This is an optimization exercise on Yosys and OpenROAD, whose aim is small area and a short achievable clock period, not a production implementation. In this exercise RTL edits were held to simulation tests only and were not proved equivalent to the original. Power is estimated from default activity; no workload was simulated.

// sd_dma_sink
module sd_dma_sink #(
   parameter int FIFO_DEPTH_LOG2  = 6,
   parameter int BLOCK_BYTES_LOG2 = 9
) (
   input  logic                     clk,
   input  logic                     reset_n,
   input  logic [31:0]              wb_adr_i,
   input  logic [31:0]              wb_dat_i,
   input  logic [3:0]               wb_sel_i,
   input  logic                     wb_we_i,
   input  logic                     wb_cyc_i,
   input  logic                     wb_stb_i,
   input  logic [2:0]               wb_cti_i,
   input  logic [1:0]               wb_bte_i,
   output logic                     wb_ack_o,
   output logic [31:0]              wb_dat_o,
   input  logic                     flush,
   output logic [7:0]               out_data,
   output logic                     out_valid,
   input  logic                     out_ready,
   output logic                     block_done,
   output logic [FIFO_DEPTH_LOG2:0] fifo_level,
   output logic                     overflow_err
);
   localparam int unsigned DEPTH = 1 << FIFO_DEPTH_LOG2;
   localparam int          LW    = FIFO_DEPTH_LOG2 + 1;
   logic                        ack_q;      
   logic                        ovf_q;
   logic [LW-1:0]               level;      
  ...
Size in the first run: roughly 7300 cells after synthesis, ~2400 flip-flops.
export LEC_CHECK = 0
export CAP_MARGIN = 20
export CORE_MARGIN = 2
export CORE_UTILIZATION = 70
export CTS_CLUSTER_DIAMETER = 90
export CTS_CLUSTER_SIZE = 25
export SETUP_SLACK_MARGIN = 2.7
export SLEW_MARGIN = 20
create_clock -name core_clock -period 5.0 [get_ports {clk}]
standard.sh (not shown) runs the stock make flow with config.mk's settings and CLKGATE_MAP_FILE= SYNTH_SCRIPT=/design/flow/synth_recipe.tcl, a recipe that flattens the netlist after the stock synthesis.
==> flow/flow/run.sh <==
#!/bin/bash
# The standard layout (standard.sh) with two changes:
#  - the port buffers inserted during placement are sky130_fd_sc_hd__buf_4
#    (buffer_ports otherwise picks a delay cell on this platform);
#  - clock tree synthesis without dummy loads, sink clusters of at most 25
#    flip-flops within 90 um.
set -e
export BUFFER_PORTS_ARGS="-buffer_cell sky130_fd_sc_hd__buf_4"
export CTS_ARGS="-sink_clustering_enable -repair_clock_nets -sink_clustering_size 25 -sink_clustering_max_diameter 90 -dont_use_dummy_load"
bash standard.sh > standard_flow.log 2>&1
Then changed:
Settings changed: CORE_UTILIZATION 70 to 65.
=>
- final cell count came out higher by 1.4%
- core utilization fell by 4.8 points
- setup slack hardly moves
- sequential share of layout area went down by 0.22 points
Then changed:
Settings changed: CORE_UTILIZATION 65 to 60.
Effect: Final area stays flat. Combinational power falls by about 6%. Synthesized area does not change. Setup slack stays flat. Die area rises by 8.2%. Core utilization falls by 5.7 points. Routed wire length rises by 2.3%. Via count falls by 0.82%. Synthesized cell count stays the same. Total power stays flat. First-iteration DRC count rises by 1.2%.
Then changed:
Settings changed: CORE_UTILIZATION 60 to 65, SETUP_SLACK_MARGIN 2.7 to 2.75.
After rerunning: The changed run produced a clean layout. Wire length came out lower by 1.9%. Fmax increases by 0.76%. Global-route usage grows by 2.7 points. Combinational power climbs by about 7%. Worst setup slack is better by 0.018 ns. Worst hold slack gets better by 0.022 ns. Total power hardly moves. Via count grows by 0.87%. Utilization rose by 5.7 points.


v1:
The RTL this note starts from:
==> flow/design.v <==
module sd_dma_sink #(
   parameter int FIFO_DEPTH_LOG2  = 6,
   parameter int BLOCK_BYTES_LOG2 = 9
) (
   input  logic                     clk,
   input  logic                     reset_n,
   input  logic [31:0]              wb_adr_i,
   input  logic [31:0]              wb_dat_i,
   input  logic [3:0]               wb_sel_i,
   input  logic                     wb_we_i,
   input  logic                     wb_cyc_i,
   input  logic                     wb_stb_i,
   input  logic [2:0]               wb_cti_i,
   input  logic [1:0]               wb_bte_i,
   output logic                     wb_ack_o,
   output logic [31:0]              wb_dat_o,
   input  logic                     flush,
   output logic [7:0]               out_data,
   output logic                     out_valid,
   input  logic                     out_ready,
   output logic                     block_done,
   output logic [FIFO_DEPTH_LOG2:0] fifo_level,
   output logic                     overflow_err
);
   localparam int unsigned DEPTH = 1 << FIFO_DEPTH_LOG2;
   localparam int          LW    = FIFO_DEPTH_LOG2 + 1;
   logic                        ack_q;      
   logic                        ovf_q;
   logic [LW-1:0]               level;      
   logic [31:0]                 st_x;       
   logic                        st_we;      
   logic                        byp_q;      
   logic                        byp2_q;     
   logic                        ph;         
   logic [DEPTH-1:0]            wslot;      
   logic [DEPTH-1:0]            rsel;       
   logic [31:0]                 mem [DEPTH];
   logic [31:0]                 hd_q;       
   logic [7:0]                  out_q;      
   logic [23:0]                 rem_q;      
   logic [1:0]                  idx_q;
   logic                        valid_q;
   logic [BLOCK_BYTES_LOG2-1:0] byte_cnt;
   logic                        done_q;
   logic req, take, push, accept, last_byte, pop, load;
   logic [31:0] head;
   assign req       = wb_cyc_i & wb_stb_i;
   assign take      = ~ack_q & req & ~level[LW-1] & ~flush;
   assign push      = take & wb_we_i & (wb_sel_i == 4'hF);
   assign accept    = valid_q & out_ready;
   assign last_byte = accept & (idx_q == 2'd3);
   assign pop       = ~flush & (level != '0) & (~valid_q | last_byte);
   assign load      = (level != '0) & (~valid_q | (out_ready & (idx_q == 2'd3)));
   logic unused_bus;
   assign unused_bus = ^{wb_adr_i, wb_cti_i, wb_bte_i};
   always_ff @(posedge clk or negedge reset_n) begin
      if (!reset_n) begin
         ack_q <= 1'b0;
         ovf_q <= 1'b0;
      end else begin
         ack_q <= take;
         if (take & wb_we_i & (wb_sel_i != 4'hF)) ovf_q <= 1'b1;
      end
   end
   assign wb_ack_o     = ack_q;
   assign wb_dat_o     = '0;
   assign overflow_err = ovf_q;
   always_ff @(posedge clk or negedge reset_n) begin
      if (!reset_n) begin
         level  <= '0;
         st_we  <= 1'b0;
         byp_q  <= 1'b0;
         byp2_q <= 1'b0;
      end else begin
         st_we  <= push;
         byp_q  <= push & ((level == '0) | ((level == LW'(1)) & pop));
         byp2_q <= byp_q & ~pop & ~flush;
         if (flush) level <= '0;
         else case ({push, pop})
            2'b10:   level <= level + 1'b1;
            2'b01:   level <= level - 1'b1;
            default: level <= level;
         endcase
      end
   end
   always_ff @(posedge clk) begin
      if (push) st_x <= wb_dat_i ^ {32{~ph}};
   end
   assign fifo_level = level;
   logic [31:0] col;
   logic [31:0] rd_or [DEPTH+1];
   always_ff @(posedge clk or negedge reset_n) begin
      if (!reset_n) ph <= 1'b0;
      else          ph <= ~ph;
   end
   assign col = st_we ? st_x : {32{~level[LW-1]}};
   always_ff @(posedge clk or negedge reset_n) begin
      if (!reset_n)   wslot <= DEPTH'(1);
      else if (flush) wslot <= DEPTH'(1);
      else if (st_we) wslot <= {wslot[DEPTH-2:0], wslot[DEPTH-1]};
   end
   always_ff @(posedge clk or negedge reset_n) begin
      if (!reset_n)   rsel <= DEPTH'(1);
      else if (flush) rsel <= DEPTH'(1);
      else if (pop)   rsel <= {rsel[DEPTH-2:0], rsel[DEPTH-1]};
   end
   assign rd_or[0] = '0;
   for (genvar i = 0; i < DEPTH; i++) begin : g_row
      always_ff @(posedge clk) begin
         mem[i] <= ~(({32{wslot[i]}} & col) | mem[i]);
      end
      assign rd_or[i+1] = rd_or[i] | (mem[i] & {32{rsel[i]}});
   end
   always_ff @(posedge clk) begin
      hd_q <= rd_or[DEPTH];
   end
   assign head = ((byp_q | byp2_q) ? st_x : hd_q) ^ {32{~byp_q ^ ph}};
   always_ff @(posedge clk or negedge reset_n) begin
      if (!reset_n) begin
         idx_q   <= '0;
         valid_q <= 1'b0;
      end else if (flush) begin
         idx_q   <= '0;
         valid_q <= 1'b0;
      end else if (pop) begin
         idx_q   <= '0;
         valid_q <= 1'b1;
      end else if (accept) begin
         idx_q <= idx_q + 1'b1;
         if (idx_q == 2'd3) valid_q <= 1'b0;
      end
   end
   always_ff @(posedge clk) begin
      if (load) begin
         rem_q <= head[31:8];
      end else if (out_ready) begin
         rem_q[15:0] <= rem_q[23:8];
      end
   end
   logic sel_ld, sel_sh, sel_hd;
   assign sel_ld = load;
   assign sel_sh = ~load & out_ready;
   assign sel_hd = ~load & ~out_ready;
   always_ff @(posedge clk) begin
      out_q <= (head[7:0] & {8{sel_ld}}) | (rem_q[7:0] & {8{sel_sh}}) |
               (out_q & {8{sel_hd}});
   end
   assign out_data  = out_q;
   assign out_valid = valid_q;
   always_ff @(posedge clk or negedge reset_n) begin
      if (!reset_n) begin
         byte_cnt <= '0;
         done_q   <= 1'b0;
      end else if (flush) begin
         byte_cnt <= '0;
         done_q   <= 1'b0;
      end else begin
         done_q <= accept & (byte_cnt == '1);
         if (accept) byte_cnt <= byte_cnt + 1'b1;
      end
   end
   assign block_done = done_q;
endmodule
==> flow/config.mk <==
export PLATFORM = sky130hd
export DESIGN_NAME = sd_dma_sink
export DESIGN_NICKNAME = sd_dma_sink
export VERILOG_FILES = /design/flow/design.v
export SDC_FILE = /design/flow/constraint.sdc
export NUM_CORES = 4
export LEC_CHECK = 0
export CAP_MARGIN = 20
export CORE_MARGIN = 2
export CORE_UTILIZATION = 40
export CTS_CLUSTER_DIAMETER = 90
export CTS_CLUSTER_SIZE = 25
export SETUP_SLACK_MARGIN = 2.7
export SLEW_MARGIN = 20
==> flow/constraint.sdc <==
create_clock -name core_clock -period 5.0 [get_ports {clk}]
set_input_delay 1.0000 -clock core_clock [delete_from_list [all_inputs] [get_ports {clk}]]
set_output_delay 1.0000 -clock core_clock [all_outputs]
set_load 0.01 [all_outputs]
Scripts as last shown in full above: flow/flow/run.sh
v1: all stages complete, timing, DRC and antenna checks passed
The following lists how v35 was set up differently from v1:
Settings: swapping 40 for 50 in CORE_UTILIZATION.
Notes after the runs:
Going from v1 to v35, count of clock-buffer cells in the layout lower, number of top-level design ports held, final worst setup slack about even, critical path depth in cells held.
For the via total after detailed routing, v35 came in 379 lower than v1 did.
| design area | v35 vs v1 | better |
The lower area taken by multi-input logic gates came out of v35.
Between v1 and v35, the maximum operating frequency does not differ in any meaningful way.
Taking v1 as the reference, in v35 tap cell instance count decreased by 465 relative to the old numbers; worst endpoint data arrival time -0.02 ns; flip-flop and latch count roughly the same.

==> separate check: timing with driven ports <==
In the flow no input, the clock included, has a driving cell. The finished layouts below were timed again as built, in two steps.
Step 1, drivers: a clkbuf_16 drives clk and a buf_2 each remaining input, both assumed.
Step 2 times the ports against the registers' clock, not the clock port: input delays grow and output delays shrink by t, the midpoint of the rising clock arrivals with the driver on.
Slacks: ideal / step 1 / step 2; pairs: ideal / step 1.
| run | t, ns | setup slack, ns | latest minus earliest clock arrival (ns) | cell pins on the clock port's net |
|---|---|---|---|---|
| the first run of note 1 | 0.803 | 2.669 / 2.595 / 2.212 | 0.044 / 0.044 | 1 |
| the second run of note 1 | 0.809 | 2.669 / 2.589 / 2.245 | 0.040 / 0.040 | 1 |
| the third run of note 1 | 0.847 | 2.667 / 2.583 / 2.014 | 0.041 / 0.041 | 1 |
| the fourth run of note 1 | 0.810 | 2.684 / 2.604 / 2.162 | 0.034 / 0.034 | 1 |
| v1 | 0.826 | 2.579 / 2.533 / 1.981 | 0.090 / 0.090 | 1 |
| v35 | 0.842 | 2.581 / 2.581 / 2.144 | 0.066 / 0.066 | 1 |
After both steps every run listed still meets setup and hold. For the third run of note 1, which loses most, drivers alone change the setup slack by -0.084 ns; drivers and shift together by -0.653 ns.
